Background: an optimization exercise with open tools, aiming at small area. Do not read the settings as production practice. Only simulation tests tie the RTL to the original design; equivalence was not proved. Power figures rest on the tool's default switching activity, not on a simulated workload.

[flow/design.v]
`timescale 1ns/100ps
`default_nettype none
package game_pkg;
    typedef logic [9:0]  coord_t;
    typedef logic [10:0] dist_t;         
    typedef logic [2:0]  meteor_size_t;
    typedef logic [2:0]  hp_t;
    typedef logic [15:0] score_t;
    typedef logic [7:0]  points_t;
    typedef logic [7:0]  frame_count_t;
    typedef enum logic [1:0] {
        FACE_UP    = 2'd0,
        FACE_RIGHT = 2'd1,
        FACE_DOWN  = 2'd2,
        FACE_LEFT  = 2'd3
    } facing_t;
    typedef enum logic {
        STATE_PLAYING = 1'b0,
        STATE_OVER    = 1'b1
    } play_state_t;
    typedef struct packed {
        coord_t       x;
        coord_t       y;
        meteor_size_t size;
    } meteor_t;
    typedef struct packed {
        logic    move;
        facing_t dir;
        logic    fire;
    } move_cmd_t;
    localparam int     SCREEN_W        = 640;
    localparam int     SCREEN_H        = 480;
    localparam coord_t SHIP_SPEED      = 10'd2;
    localparam coord_t BULLET_SPEED    = 10'd10;
    localparam hp_t    SHIP_MAX_HP     = 3'd4;
    localparam coord_t SHIP_COLL_R     = 10'd10;
    localparam hp_t    METEOR_START_HP = 3'd3;
    function automatic coord_t meteor_radius(input meteor_size_t size);
        case (size)
            3'd0:    meteor_radius = 10'd4;
            3'd1:    meteor_radius = 10'd8;
            3'd2:    meteor_radius = 10'd12;
            3'd3:    meteor_radius = 10'd16;
            default: meteor_radius = 10'd20;
        endcase
    endfunction
    function automatic points_t meteor_points(input meteor_size_t size);
        case (size)
            3'd0:    meteor_points = 8'd10;
            3'd1:    meteor_points = 8'd20;
            3'd2:    meteor_points = 8'd30;
            3'd3:    meteor_points = 8'd40;
            default: meteor_points = 8'd50;
        endcase
    endfunction
endpackage
`default_nettype wire
`timescale 1ns/100ps
`default_nettype none
module input_decode (
    input  logic                clk,
    input  logic                reset_n,
    input  logic                frame_tick,
    input  logic                btn_up,
    input  logic                btn_down,
    input  logic                btn_left,
    input  logic                btn_right,
    input  logic                btn_fire,
    input  logic                btn_restart,
    input  logic                hull_depleted,
    output logic                play_tick,
    output logic                restart,
    output game_pkg::move_cmd_t cmd,
    output logic                game_over
);
    game_pkg::play_state_t state;
    assign play_tick = frame_tick && (state == game_pkg::STATE_PLAYING);
    assign restart   = frame_tick && (state == game_pkg::STATE_OVER) && btn_restart;
    assign game_over = (state == game_pkg::STATE_OVER);
    always_ff @(posedge clk or negedge reset_n) begin
        if (!reset_n) begin
            state <= game_pkg::STATE_PLAYING;
        end else if (frame_tick) begin
            case (state)
                game_pkg::STATE_PLAYING: begin
                    if (hull_depleted)
                        state <= game_pkg::STATE_OVER;
                end
                default: begin
                    if (restart)
                        state <= game_pkg::STATE_PLAYING;
                end
            endcase
        end
    end
    always_comb begin
        cmd.move = btn_up || btn_down || btn_right || btn_left;
        cmd.fire = btn_fire;
        cmd.dir  = game_pkg::FACE_UP;
        if (btn_down && !btn_up)
            cmd.dir = game_pkg::FACE_DOWN;
        else if (btn_right && !btn_up && !btn_down)
            cmd.dir = game_pkg::FACE_RIGHT;
        else if (btn_left && !btn_up && !btn_down && !btn_right)
            cmd.dir = game_pkg::FACE_LEFT;
    end
endmodule
`default_nettype wire
`timescale 1ns/100ps
`default_nettype none
module ship_bullet_motion #(
    parameter int FIRE_COOLDOWN = 30
) (
    input  logic                clk,
    input  logic                reset_n,
    input  logic                frame_tick,
    input  logic                play_tick,
    input  logic                restart,
    input  game_pkg::move_cmd_t cmd,
    input  logic                bullet_hit,
    output game_pkg::coord_t    ship_x,
    output game_pkg::coord_t    ship_y,
    output game_pkg::facing_t   ship_facing,
    output game_pkg::coord_t    bullet_x,
    output game_pkg::coord_t    bullet_y,
    output logic                bullet_active
);
    localparam game_pkg::coord_t START_X = game_pkg::coord_t'(game_pkg::SCREEN_W / 2);
    localparam game_pkg::coord_t START_Y = game_pkg::coord_t'(game_pkg::SCREEN_H / 2);
    localparam game_pkg::coord_t MAX_X   = game_pkg::coord_t'(game_pkg::SCREEN_W - 1);
    localparam game_pkg::coord_t MAX_Y   = game_pkg::coord_t'(game_pkg::SCREEN_H - 1);
    game_pkg::frame_count_t cooldown;
    game_pkg::coord_t       ship_x_nxt;
    game_pkg::coord_t       ship_y_nxt;
    logic                   launch;
    always_comb begin
        ship_x_nxt = ship_x;
        ship_y_nxt = ship_y;
        if (cmd.move) begin
            case (cmd.dir)
                game_pkg::FACE_UP:
                    ship_y_nxt = (ship_y > game_pkg::SHIP_SPEED) ?
                                 ship_y - game_pkg::SHIP_SPEED : '0;
                game_pkg::FACE_DOWN:
                    ship_y_nxt = (ship_y < MAX_Y - game_pkg::SHIP_SPEED) ?
                                 ship_y + game_pkg::SHIP_SPEED : MAX_Y;
                game_pkg::FACE_RIGHT:
                    ship_x_nxt = (ship_x < MAX_X - game_pkg::SHIP_SPEED) ?
                                 ship_x + game_pkg::SHIP_SPEED : MAX_X;
                default:
                    ship_x_nxt = (ship_x > game_pkg::SHIP_SPEED) ?
                                 ship_x - game_pkg::SHIP_SPEED : '0;
            endcase
        end
    end
    assign launch = cmd.fire && !bullet_active && (cooldown == '0);
    always_ff @(posedge clk or negedge reset_n) begin
        if (!reset_n) begin
            ship_x        <= START_X;
            ship_y        <= START_Y;
            ship_facing   <= game_pkg::FACE_UP;
            bullet_x      <= '0;
            bullet_y      <= '0;
            bullet_active <= 1'b0;
            cooldown      <= '0;
        end else if (restart) begin
            ship_x        <= START_X;
            ship_y        <= START_Y;
            ship_facing   <= game_pkg::FACE_UP;
            bullet_x      <= '0;
            bullet_y      <= '0;
            bullet_active <= 1'b0;
            cooldown      <= '0;
        end else if (frame_tick) begin
            if (cooldown != '0)
                cooldown <= cooldown - 1'b1;    
            if (play_tick) begin
                ship_x <= ship_x_nxt;
                ship_y <= ship_y_nxt;
                if (cmd.move)
                    ship_facing <= cmd.dir;
                if (launch) begin
                    bullet_active <= 1'b1;
                    bullet_x      <= ship_x;    
                    bullet_y      <= ship_y;
                    cooldown      <= game_pkg::frame_count_t'(FIRE_COOLDOWN);
                end else if (bullet_active) begin
                    if (bullet_y > game_pkg::BULLET_SPEED) begin
                        bullet_y <= bullet_y - game_pkg::BULLET_SPEED;
                    end else begin
                        bullet_y      <= '0;
                        bullet_active <= 1'b0;
                    end
                    if (bullet_hit)
                        bullet_active <= 1'b0;
                end
            end
        end
    end
endmodule
`default_nettype wire
`timescale 1ns/100ps
`default_nettype none
module meteor_hit_check #(
    parameter int NUM_METEORS = 5
) (
    input  logic                   clk,
    input  logic                   reset_n,
    input  logic                   play_tick,
    input  logic                   restart,
    input  logic [23*NUM_METEORS-1:0] meteors,
    input  game_pkg::coord_t       ship_x,
    input  game_pkg::coord_t       ship_y,
    input  game_pkg::coord_t       bullet_x,
    input  game_pkg::coord_t       bullet_y,
    input  logic                   bullet_active,
    output logic [NUM_METEORS-1:0] meteor_alive,
    output logic                   bullet_hit,
    output logic                   ship_contact,
    output game_pkg::points_t      kill_points
);
    game_pkg::hp_t [NUM_METEORS-1:0] health;
    logic [NUM_METEORS-1:0] hit_vec;
    logic [NUM_METEORS-1:0] hit_sel;
    logic [NUM_METEORS-1:0] contact_vec;
    function automatic game_pkg::coord_t abs_diff(input game_pkg::coord_t a,
                                                  input game_pkg::coord_t b);
        abs_diff = (a > b) ? a - b : b - a;
    endfunction
    for (genvar i = 0; i < NUM_METEORS; i++) begin : g_meteor
        game_pkg::meteor_t met;
        game_pkg::coord_t radius;
        game_pkg::dist_t  bullet_dist;
        game_pkg::dist_t  ship_dist;
        game_pkg::dist_t  contact_r;
        assign met         = meteors[23*i +: 23];
        assign radius      = game_pkg::meteor_radius(met.size);
        assign bullet_dist = {1'b0, abs_diff(bullet_x, met.x)} +
                             {1'b0, abs_diff(bullet_y, met.y)};
        assign ship_dist   = {1'b0, abs_diff(ship_x, met.x)} +
                             {1'b0, abs_diff(ship_y, met.y)};
        assign contact_r   = {1'b0, game_pkg::SHIP_COLL_R} + {1'b0, radius};
        assign hit_vec[i]     = bullet_active && meteor_alive[i] &&
                                (bullet_dist <= {1'b0, radius});
        assign contact_vec[i] = meteor_alive[i] && (ship_dist <= contact_r);
        always_ff @(posedge clk or negedge reset_n) begin
            if (!reset_n) begin
                health[i]       <= game_pkg::METEOR_START_HP;
                meteor_alive[i] <= 1'b1;
            end else if (restart) begin
                health[i]       <= game_pkg::METEOR_START_HP;
                meteor_alive[i] <= 1'b1;
            end else if (play_tick && hit_sel[i]) begin
                health[i] <= health[i] - 1'b1;
                if (health[i] == game_pkg::hp_t'(1))
                    meteor_alive[i] <= 1'b0;
            end
        end
    end
    assign hit_sel      = hit_vec & (~hit_vec + 1'b1);
    assign bullet_hit   = |hit_vec;
    assign ship_contact = |contact_vec;
    always_comb begin
        kill_points = '0;
        for (int i = 0; i < NUM_METEORS; i++) begin
            if (hit_sel[i] && (health[i] == game_pkg::hp_t'(1)))
                kill_points = game_pkg::meteor_points(meteors[23*i +: 3]);
        end
    end
endmodule
`default_nettype wire
`timescale 1ns/100ps
`default_nettype none
module score_health_tracker #(
    parameter int INVINC_FRAMES = 60
) (
    input  logic              clk,
    input  logic              reset_n,
    input  logic              frame_tick,
    input  logic              play_tick,
    input  logic              restart,
    input  game_pkg::points_t kill_points,
    input  logic              ship_contact,
    output game_pkg::score_t  score,
    output game_pkg::hp_t     ship_hp,
    output logic              hull_depleted
);
    game_pkg::frame_count_t invinc_timer;
    logic                   take_hit;
    assign take_hit = play_tick && ship_contact && (invinc_timer == '0) && (ship_hp != '0);
    assign hull_depleted = take_hit && (ship_hp == game_pkg::hp_t'(1));
    always_ff @(posedge clk or negedge reset_n) begin
        if (!reset_n) begin
            score        <= '0;
            ship_hp      <= game_pkg::SHIP_MAX_HP;
            invinc_timer <= '0;
        end else if (restart) begin
            score        <= '0;
            ship_hp      <= game_pkg::SHIP_MAX_HP;
            invinc_timer <= '0;
        end else if (frame_tick) begin
            if (invinc_timer != '0)
                invinc_timer <= invinc_timer - 1'b1;
            if (play_tick)
                score <= score + game_pkg::score_t'(kill_points);
            if (take_hit) begin
                ship_hp      <= ship_hp - 1'b1;
                invinc_timer <= game_pkg::frame_count_t'(INVINC_FRAMES);
            end
        end
    end
endmodule
`default_nettype wire
`timescale 1ns/100ps
`default_nettype none
module game_core #(
    parameter int NUM_METEORS   = 5,
    parameter int FIRE_COOLDOWN = 30,
    parameter int INVINC_FRAMES = 60
) (
    input  logic                      clk,
    input  logic                      reset_n,
    input  logic                      frame_tick,
    input  logic                      btn_up,
    input  logic                      btn_down,
    input  logic                      btn_left,
    input  logic                      btn_right,
    input  logic                      btn_fire,
    input  logic                      btn_restart,
    input  logic [23*NUM_METEORS-1:0] meteors,
    output logic [9:0]                ship_x,
    output logic [9:0]                ship_y,
    output logic [1:0]                ship_facing,
    output logic [9:0]                bullet_x,
    output logic [9:0]                bullet_y,
    output logic                      bullet_active,
    output logic [NUM_METEORS-1:0]    meteor_alive,
    output logic [15:0]               score,
    output logic [2:0]                ship_hp,
    output logic                      game_over
);
    logic                play_tick;
    logic                restart;
    game_pkg::move_cmd_t cmd;
    logic                hull_depleted;
    logic                bullet_hit;
    logic                ship_contact;
    game_pkg::points_t   kill_points;
    game_pkg::facing_t   facing;
    assign ship_facing = facing;
    input_decode input_decode_inst (
        .clk           (clk),
        .reset_n       (reset_n),
        .frame_tick    (frame_tick),
        .btn_up        (btn_up),
        .btn_down      (btn_down),
        .btn_left      (btn_left),
        .btn_right     (btn_right),
        .btn_fire      (btn_fire),
        .btn_restart   (btn_restart),
        .hull_depleted (hull_depleted),
        .play_tick     (play_tick),
        .restart       (restart),
        .cmd           (cmd),
        .game_over     (game_over)
    );
    ship_bullet_motion #(
        .FIRE_COOLDOWN (FIRE_COOLDOWN)
    ) ship_bullet_motion_inst (
        .clk           (clk),
        .reset_n       (reset_n),
        .frame_tick    (frame_tick),
        .play_tick     (play_tick),
        .restart       (restart),
        .cmd           (cmd),
        .bullet_hit    (bullet_hit),
        .ship_x        (ship_x),
        .ship_y        (ship_y),
        .ship_facing   (facing),
        .bullet_x      (bullet_x),
        .bullet_y      (bullet_y),
        .bullet_active (bullet_active)
    );
    meteor_hit_check #(
        .NUM_METEORS (NUM_METEORS)
    ) meteor_hit_check_inst (
        .clk           (clk),
        .reset_n       (reset_n),
        .play_tick     (play_tick),
        .restart       (restart),
        .meteors       (meteors),
        .ship_x        (ship_x),
        .ship_y        (ship_y),
        .bullet_x      (bullet_x),
        .bullet_y      (bullet_y),
        .bullet_active (bullet_active),
        .meteor_alive  (meteor_alive),
        .bullet_hit    (bullet_hit),
        .ship_contact  (ship_contact),
        .kill_points   (kill_points)
    );
    score_health_tracker #(
        .INVINC_FRAMES (INVINC_FRAMES)
    ) score_health_tracker_inst (
        .clk           (clk),
        .reset_n       (reset_n),
        .frame_tick    (frame_tick),
        .play_tick     (play_tick),
        .restart       (restart),
        .kill_points   (kill_points),
        .ship_contact  (ship_contact),
        .score         (score),
        .ship_hp       (ship_hp),
        .hull_depleted (hull_depleted)
    );
endmodule
`default_nettype wire
[flow/run.sh]
#!/bin/bash
# synth_recipe.tcl (not shown) runs the flow's synth.tcl, then flattens the netlist and writes it again
# the make line also repeats each setting of config.mk as NAME=value (left out here)
make -C /OpenROAD-flow-scripts/flow DESIGN_CONFIG=/design/flow/config.mk WORK_HOME=/design/flow/orfs CLKGATE_MAP_FILE= SYNTH_SCRIPT=/design/flow/synth_recipe.tcl finish
[flow/config.mk]
export PLATFORM = sky130hd
export DESIGN_NAME = game_core
export DESIGN_NICKNAME = game_core
export VERILOG_FILES = /design/flow/design.v
export SDC_FILE = /design/flow/constraint.sdc
export NUM_CORES = 4
export LEC_CHECK = 0
export CAP_MARGIN = 20
export CORE_MARGIN = 2
export CORE_UTILIZATION = 40
export SLEW_MARGIN = 20
[flow/constraint.sdc]
create_clock -name core_clock -period 10.0 [get_ports {clk}]
set_input_delay 2.0000 -clock core_clock [delete_from_list [all_inputs] [get_ports {clk}]]
set_output_delay 2.0000 -clock core_clock [all_outputs]
set_load 0.01 [all_outputs]
==> summary.md <==
| Metric | Value |
|---|---|
| Worst path slowest cell | `clkdlybuf4s50_1` |
| Crit Path Class | `in2reg` |
| Ranking of synthesized cells by area | `ha_1, dfrtp_1, inv_1` |
| Worst-margin pin slew | `950 ps` |
| Syn_nets | `4203` |
| Mapped cell area | `27300 um^2` |
| CTS tree | `built` |
| Crit path largest cell delay | `680 ps` |
| Layout cells sized above 1 | `0.0572` |
| Ports | `192` |
| WL per Instance | `23.2 um` |
| Detailed Route WL | `105000 um` |
| Slew headroom | `0.366` |
| Input/output buffers | `190` |
| Critical path startpoint category | `primary input` |
| HP Class | `reg2reg` |
| Layout Utilization | `0.453` |
| Pint | `4.38 mW` |
| Final TNS setup | `0 ps` |
| Buf/Inv on CP | `3` |
| Min Tclk post-route | `9140 ps` |
| Final period util | `0.914` |
| DRT iter0 DRCs | `2570` |
| Fmax | `0.109 GHz` |
| Post-route cell area | `30500 um^2` |
| Setup violations, final | `0` |
| Largest net degree at the start of global routing | `52` |
| Syn avg cell area | `7.85 um^2` |
| Placed Cells | `4495` |
| Initial antenna violation count | `5` |
| Die Height | `265 um` |
| Crit path max-delay family | `simple AND/OR/NAND/NOR gates` |
| Number of flops mapped to enable cells by yosys | `0` |
| Core ar. | `67400 um^2` |
| Clk buf depth | `2` |
| Combinational Power Share | `0.887` |
| Vias after detailed routing | `26965` |
| Switch share | `0.567` |
| Worst VDD drop | `0.257 mV` |
| Final hold vios | `0` |
| Vias per cell | `5.97` |
| Worst hold slack | `504 ps` |
| Syn. warnings | `4` |
| H-tree levels | `3` |
| Worst EP arrival | `9390 ps` |
| DRT antenna net count | `0` |
| 1st-pass router iterations | `6` |
| HP Start | `ship_bullet_motion_inst.cooldown[6]$_DFFE_PN0P_` |
| Filler cells | `6803` |
| Setup WS pre-CTS | `622 ps` |
| CP Capture Type | `register` |
| Register area share after synthesis | `0.0908` |
| Sequential Power Share | `0.074` |
| Total track usage | `0.290` |
| Ys async rst share | `1.00` |
| Placed cell area | `30200 um^2` |
| PostCTS Resize Cnt | `0` |
| GR Overflow Total | `0` |
| Starting density of the core | `0.405` |
| Crit path top cell by count | `nor2_1` |
| Leak pwr | `13.9 nW` |
| Tot Pwr | `10.1 mW` |
| Area leader, netlist | `ha_1` |
| Flops & latches, synth | `98` |
| Final std cells w/o fill | `4514` |
| Final nets | `4355` |
| FF-to-FF path depth | `33` |
| TritonCTS buffer count | `9` |
| DRC | `0` |
| Critical R2R Capture | `score_health_tracker_inst.score[12]$_DFFE_PN0P_` |
| GPL Wtd Cong | `0.981` |
| Crit path max fanout | `10` |
| Pwr dens | `331 nW/um^2` |
| Vias in the first global route | `25342` |
| Run status | `finished clean` |
| Most used flip-flop cell after synthesis | `dfrtp_1` |
| Area Growth Syn to Fin | `11.7%` |
| R2R Path Start | `ship_bullet_motion_inst.bullet_x[0]$_DFFE_PN0P_` |
| RSZ-0062 raised after global routing | `false` |
| Switching power | `5.73 mW` |
| Hold buffer count at CTS | `0` |
| Clk pwr share | `0.038` |
| Most common cell after layout, fill and taps aside | `ha_1` |
| Most frequent cells in the layout | `ha_1, inv_1, a21oi_1` |
| Maxcap violations | `0` |
| Final Max Slew Viols | `0` |
| Full die area | `70400 um^2` |
| Worst-Skew Late Latency | `400 ps` |
| Share of the synthesized area in the top cell type | `0.251` |
| Clock tree root driver cell | `clkbuf_16` |
| Clock sinks | `98` |
| Critical path depth in cells | `32` |
| Num rows | `95` |
| Worst Skew | `24.0 ps` |
| Hold path endpoint | `ship_bullet_motion_inst.cooldown[6]$_DFFE_PN0P_` |
| Crit path required time | `10250 ps` |
| Syn Inst Count | `3481` |
| Synth unique cells | `115` |
| PnR worst setup slack | `864 ps` |
| Min-Delay Path Depth | `1` |
| Die W | `265 um` |
| Setup slack, reg-to-reg | `1950 ps` |
| First-pass GRT wire length | `156000 um` |
| Total setup buffers inserted after CTS | `0` |
| DP HPWL | `84700 um` |
| CTS clk-pin slew, worst paths | `80 ps` |
==> state kept, by name, summed over array words and instances, names as in the netlist, 5 cells and up <==
signal	count
score_health_tracker_inst.score	15
ship_bullet_motion_inst.bullet_x	10
meteor_hit_check_inst.health	15
ship_bullet_motion_inst.ship_x	10
ship_bullet_motion_inst.cooldown	8
ship_bullet_motion_inst.bullet_y	10
ship_bullet_motion_inst.ship_y	10
score_health_tracker_inst.invinc_timer	8
meteor_hit_check_inst.meteor_alive	5
==> metal layers <==
metal / vias up / track usage / part of all wire
met5: - / 0 / 0
li1: 12972 / - / -
met1: 12784 / 0.383 / 0.43
met4: 0 / 0.138 / 0.052
met2: 992 / 0.470 / 0.45
met3: 217 / 0.0329 / 0.066
==> area by class of cell <==
type | count | area (um^2) | share of cell area
antenna | 3 | 7.51 | 0.000246
timing repair buffer | 229 | 2190 | 0.0718
clock buffer | 10 | 229 | 0.00750
multi-input combinational | 2946 | 23100 | 0.758
clock inverter | 6 | 71.3 | 0.00234
tap | 873 | 1090 | 0.0358
sequential | 98 | 2480 | 0.0813
inverter | 349 | 1310 | 0.0429
==> power groups by stage <==
| stage | Combinational [mW] | Sequential (mW) | Clock, mW |
|---|---|---|---|
| floorplan | 6.46 | 0.640 | 0 |
| global placement | 8.80 | 0.747 | 0 |
| detailed placement | 8.82 | 0.747 | 0 |
| CTS | 8.88 | 0.741 | 0.397 |
| global route | 9.89 | 0.754 | 0.410 |
| finish | 8.98 | 0.752 | 0.387 |
==> worst max-delay path by stage <==
| stage | start | to | slack [ps] |
|---|---|---|---|
| 2_1_floorplan | meteors[72] | score_health_tracker_inst.score[13]$_DFFE_PN0P_ | 1690 |
| 3_3_place_gp | meteors[83] | score_health_tracker_inst.score[12]$_DFFE_PN0P_ | 790 |
| 3_5_place_dp | meteors[83] | score_health_tracker_inst.score[12]$_DFFE_PN0P_ | 620 |
| 4_1_cts | meteors[83] | score_health_tracker_inst.score[12]$_DFFE_PN0P_ | 1000 |
| 5_1_grt | meteors[83] | score_health_tracker_inst.score[12]$_DFFE_PN0P_ | 300 |
| 6_report | meteors[83] | score_health_tracker_inst.score[12]$_DFFE_PN0P_ | 860 |
==> synth_stat cells, drive strengths merged (26+ instances only) <==
master / n
dfrtp: 76
mux2i: 104
nor3: 84
xor2: 79
nand3: 121
mux2: 54
nor4: 33
nor2: 178
a31oi: 26
inv: 349
buf: 41
ha: 547
o21ai: 247
o22ai: 27
fa: 51
o211ai: 40
nand4: 59
a21o: 108
xnor2: 129
nand2: 241
o21bai: 39
clkbuf: 47
a21oi: 246
nor2b: 67
and2: 38
o21a: 28
a211oi: 42
==> cell families after synthesis <==
family,after synthesis,synth area share
simple gates,964,0.183
other cells,1,0.000137
xor+xnor,208,0.0667
mux,158,0.0608
flops,98,0.0908
fa+ha+maj,598,0.288
compound gates,1017,0.247
buf+inv,437,0.0627

## re-timing with driven ports
The flow's constraints put no driver on any port. The routed layout listed below was extracted and timed again, unchanged, in two steps. Step 1 assumes that a clkbuf_16 drives the clock port and a buf_2 every other input. Step 2 times the ports against the registers' clock, not the clock port: input delays grow and output delays shrink by t, the midpoint of the rising clock arrivals with the driver on. a / b / c = no drivers / after step 1 / after step 2; a / b = the first two.
shift t [ns]: 0.447
setup WS [ns]: 0.864 / 0.899 / 0.453
worst setup path after step 2: input to register
worst register clock-pin slew, ns: 0.09 / 0.09
worst data-port slew with drivers (ns): 0.10
After both steps this run still meets setup and hold. The setup slack of this run moves by +0.035 ns with the drivers and by -0.411 ns with both steps.
